Source: an optimization exercise on an open RTL-to-GDS flow (aim: small area, a short achievable clock period and few clock cycles per item). Production flows keep margins and buffers that such runs may drop. The RTL was checked by simulation tests, not by an equivalence proof against the original design.

run 5:
Design axi_wr_slave, start of the top module:
module axi_wr_slave (
    input  wire logic                  clk,
    input  wire logic                  rst_n,
    input  wire axi_wr_pkg::aw_cmd_t   aw,
    input  wire logic                  aw_valid,
    output logic                       aw_ready,
    input  wire axi_wr_pkg::w_beat_t   w,
    input  wire logic                  w_valid,
    output logic                       w_ready,
    output axi_wr_pkg::b_resp_t        b,
    output logic                       b_valid,
    input  wire logic                  b_ready,
    output axi_wr_pkg::mem_wr_t        mem,
    output logic                       mem_we,
    input  wire logic                  mem_ready
);
Size: roughly 240 cells after synthesis, about 180 I/O pins.
==> flow/config.mk <==
export PLATFORM = sky130hd
export DESIGN_NAME = axi_wr_slave
export DESIGN_NICKNAME = axi_wr_slave
export VERILOG_FILES = /design/flow/design.v
export SDC_FILE = /design/flow/constraint.sdc
export NUM_CORES = 4
export LEC_CHECK = 0
export ABC_AREA = 1
export CAP_MARGIN = 20
export CORE_MARGIN = 2
export CORE_UTILIZATION = 40
export SETUP_SLACK_MARGIN = 2.6
export SLEW_MARGIN = 20
==> flow/constraint.sdc <==
create_clock -name core_clock -period 5.5 [get_ports {clk}]
set_input_delay 1.1000 -clock core_clock [delete_from_list [all_inputs] [get_ports {clk}]]
set_output_delay 1.1000 -clock core_clock [all_outputs]
set_load 0.01 [all_outputs]
standard.sh (not shown) runs the stock make flow with config.mk's settings and CLKGATE_MAP_FILE= SYNTH_SCRIPT=/design/flow/synth_recipe.tcl, a recipe that flattens the netlist after the stock synthesis.
==> flow/flow/run.sh <==
#!/bin/bash
# Layout flow: the standard flow, with three changes in how the layout
# is made:
#  - after the standard synthesis, the combinational logic is mapped again
#    by ABC with its area-only mapper (the registers are kept as they are, same cells and
#    names), and the rest of the flow starts from that netlist;
#  - the port buffers are inserted as buf_1 cells instead of the default
#    delay buffers;
#  - timing repair only resizes cells and swaps pins;
#  - clock tree synthesis may use one large buffer for the few registers.
# Each tool's output goes to a log file of its own in this folder.
set -euo pipefail

export BUFFER_PORTS_ARGS="-buffer_cell sky130_fd_sc_hd__buf_1"
export SETUP_MOVE_SEQUENCE="sizeup,swap"
export CTS_ARGS="-sink_clustering_enable -repair_clock_nets -root_buf sky130_fd_sc_hd__clkbuf_16 -buf_list sky130_fd_sc_hd__clkbuf_16 -sink_clustering_size 30 -sink_clustering_max_diameter 300"

RES=orfs/results/${FLOW_PLATFORM}/axi_wr_slave/base
LOGS=orfs/logs/${FLOW_PLATFORM}/axi_wr_slave/base
LIB=${FLOW_HOME}/platforms/${FLOW_PLATFORM}/lib/sky130_fd_sc_hd__tt_025C_1v80.lib
YOSYS=${FLOW_HOME}/../tools/install/yosys/bin/yosys
[[ -x $YOSYS ]] || YOSYS=yosys

# 1. Standard synthesis
bash standard.sh synth > synth.log 2>&1

# 2. Map the combinational logic again, for area
cp $RES/1_2_yosys.v $RES/1_2_yosys_std.v
DONT_USE=$(grep -m1 -o "^abc -script .*" $LOGS/1_2_yosys.log | grep -o -- "-dont_use [^ ]*" | tr '\n' ' ')
cat > reabc.ys <<EOS
read_liberty -ignore_miss_func $LIB
blackbox sky130_fd_sc_hd__*df* sky130_fd_sc_hd__*dl* sky130_fd_sc_hd__conb_1
read_verilog $RES/1_2_yosys_std.v
hierarchy -top ${FLOW_TOP}
flatten
opt -purge
abc -liberty $LIB $DONT_USE -script +strash;ifraig;dc2;rewrite,-z;refactor,-z;dch,-f;amap
read_liberty -lib -overwrite $LIB
opt_clean -purge
setundef -zero
splitnets
opt_clean -purge
hilomap -singleton -hicell sky130_fd_sc_hd__conb_1 HI -locell sky130_fd_sc_hd__conb_1 LO
insbuf -buf sky130_fd_sc_hd__buf_4 A X
check -assert
stat -liberty $LIB
write_verilog -noattr -nohex -nodec $RES/1_2_yosys.v
EOS
$YOSYS -s reabc.ys > reabc.log 2>&1

# 3. Rebuild the synthesis database from the new netlist, then the rest
rm -f $RES/1_synth.odb
bash standard.sh synth > synth_odb.log 2>&1
bash standard.sh > standard.log 2>&1
Run 5 went all the way through synthesis, placement and routing and the layout is clean on timing, DRC and antenna.
Testbench counts of run 5, summed over its fixed seeds: cycles 15,030, beats 13,386.
## Diff of input files: run 4 against run 5
- CTS_BUF_LIST newly set to sky130_fd_sc_hd__clkbuf_8
- GPL_ROUTABILITY_DRIVEN newly set to 0
- CORE_UTILIZATION changed from 40 to 50
- GPL_TIMING_DRIVEN newly set to 0
diff --git a/flow/flow/run.sh b/flow/flow/run.sh
--- a/flow/flow/run.sh
+++ b/flow/flow/run.sh
@@ -7,6 +7,5 @@
 #  - the port buffers are inserted as buf_1 cells instead of the default
 #    delay buffers;
-#  - timing repair only resizes cells and swaps pins;
-#  - clock tree synthesis may use one large buffer for the few registers.
+#  - timing repair only resizes cells and swaps pins.
 # Each tool's output goes to a log file of its own in this folder.
 set -euo pipefail
@@ -14,5 +13,4 @@
 export BUFFER_PORTS_ARGS="-buffer_cell sky130_fd_sc_hd__buf_1"
 export SETUP_MOVE_SEQUENCE="sizeup,swap"
-export CTS_ARGS="-sink_clustering_enable -repair_clock_nets -root_buf sky130_fd_sc_hd__clkbuf_16 -buf_list sky130_fd_sc_hd__clkbuf_16 -sink_clustering_size 30 -sink_clustering_max_diameter 300"
 
 RES=orfs/results/${FLOW_PLATFORM}/axi_wr_slave/base
==> results.txt <==
Compared with run 5, run 4 shows wire length that has gone up by more than a quarter.
Run 4 ended with every stage complete and zero timing, DRC or antenna violations.
Going from run 5 to run 4, the data arrival time of the worst path was found to have gone up by 30 ps.
Re area of all placed cells without fillers: run 4 is 800 µm² up on run 5.
Largest cell class by area: multi-input combinational cells -> run 5, non-clock buffers -> run 4

## what the ideal ports hide
How much do the figures lean on ideal ports? The routed layouts below were timed once more, with nothing changed but the port constraints. Step 1 (the two cells are an assumption about what drives the block):
set clk [get_ports {clk}]
set_driving_cell -lib_cell sky130_fd_sc_hd__clkbuf_16 $clk
set_driving_cell -lib_cell sky130_fd_sc_hd__buf_2 [delete_from_list [all_inputs] $clk]
Step 2 times the ports against the registers' clock, not the clock port: input delays grow and output delays shrink by t, the midpoint of the rising clock arrivals with the driver on. Three values: no drivers, after step 1, after step 2; two values: the first two.
run | t, ns | setup WS [ns] | hold WS [ns] | worst setup path at the end | cell pins on the clock port's net
run 5 | 0.283 | 2.673 / 2.648 / 2.427 | 0.496 / 0.496 / 0.496 | input to register | 1
run 4 | 0.286 | 2.645 / 2.608 / 2.387 | 0.517 / 0.517 / 0.517 | input to register | 1
After both steps every run listed still meets setup and hold. For run 4, which loses most, drivers alone change the setup slack by -0.037 ns; drivers and shift together by -0.258 ns.
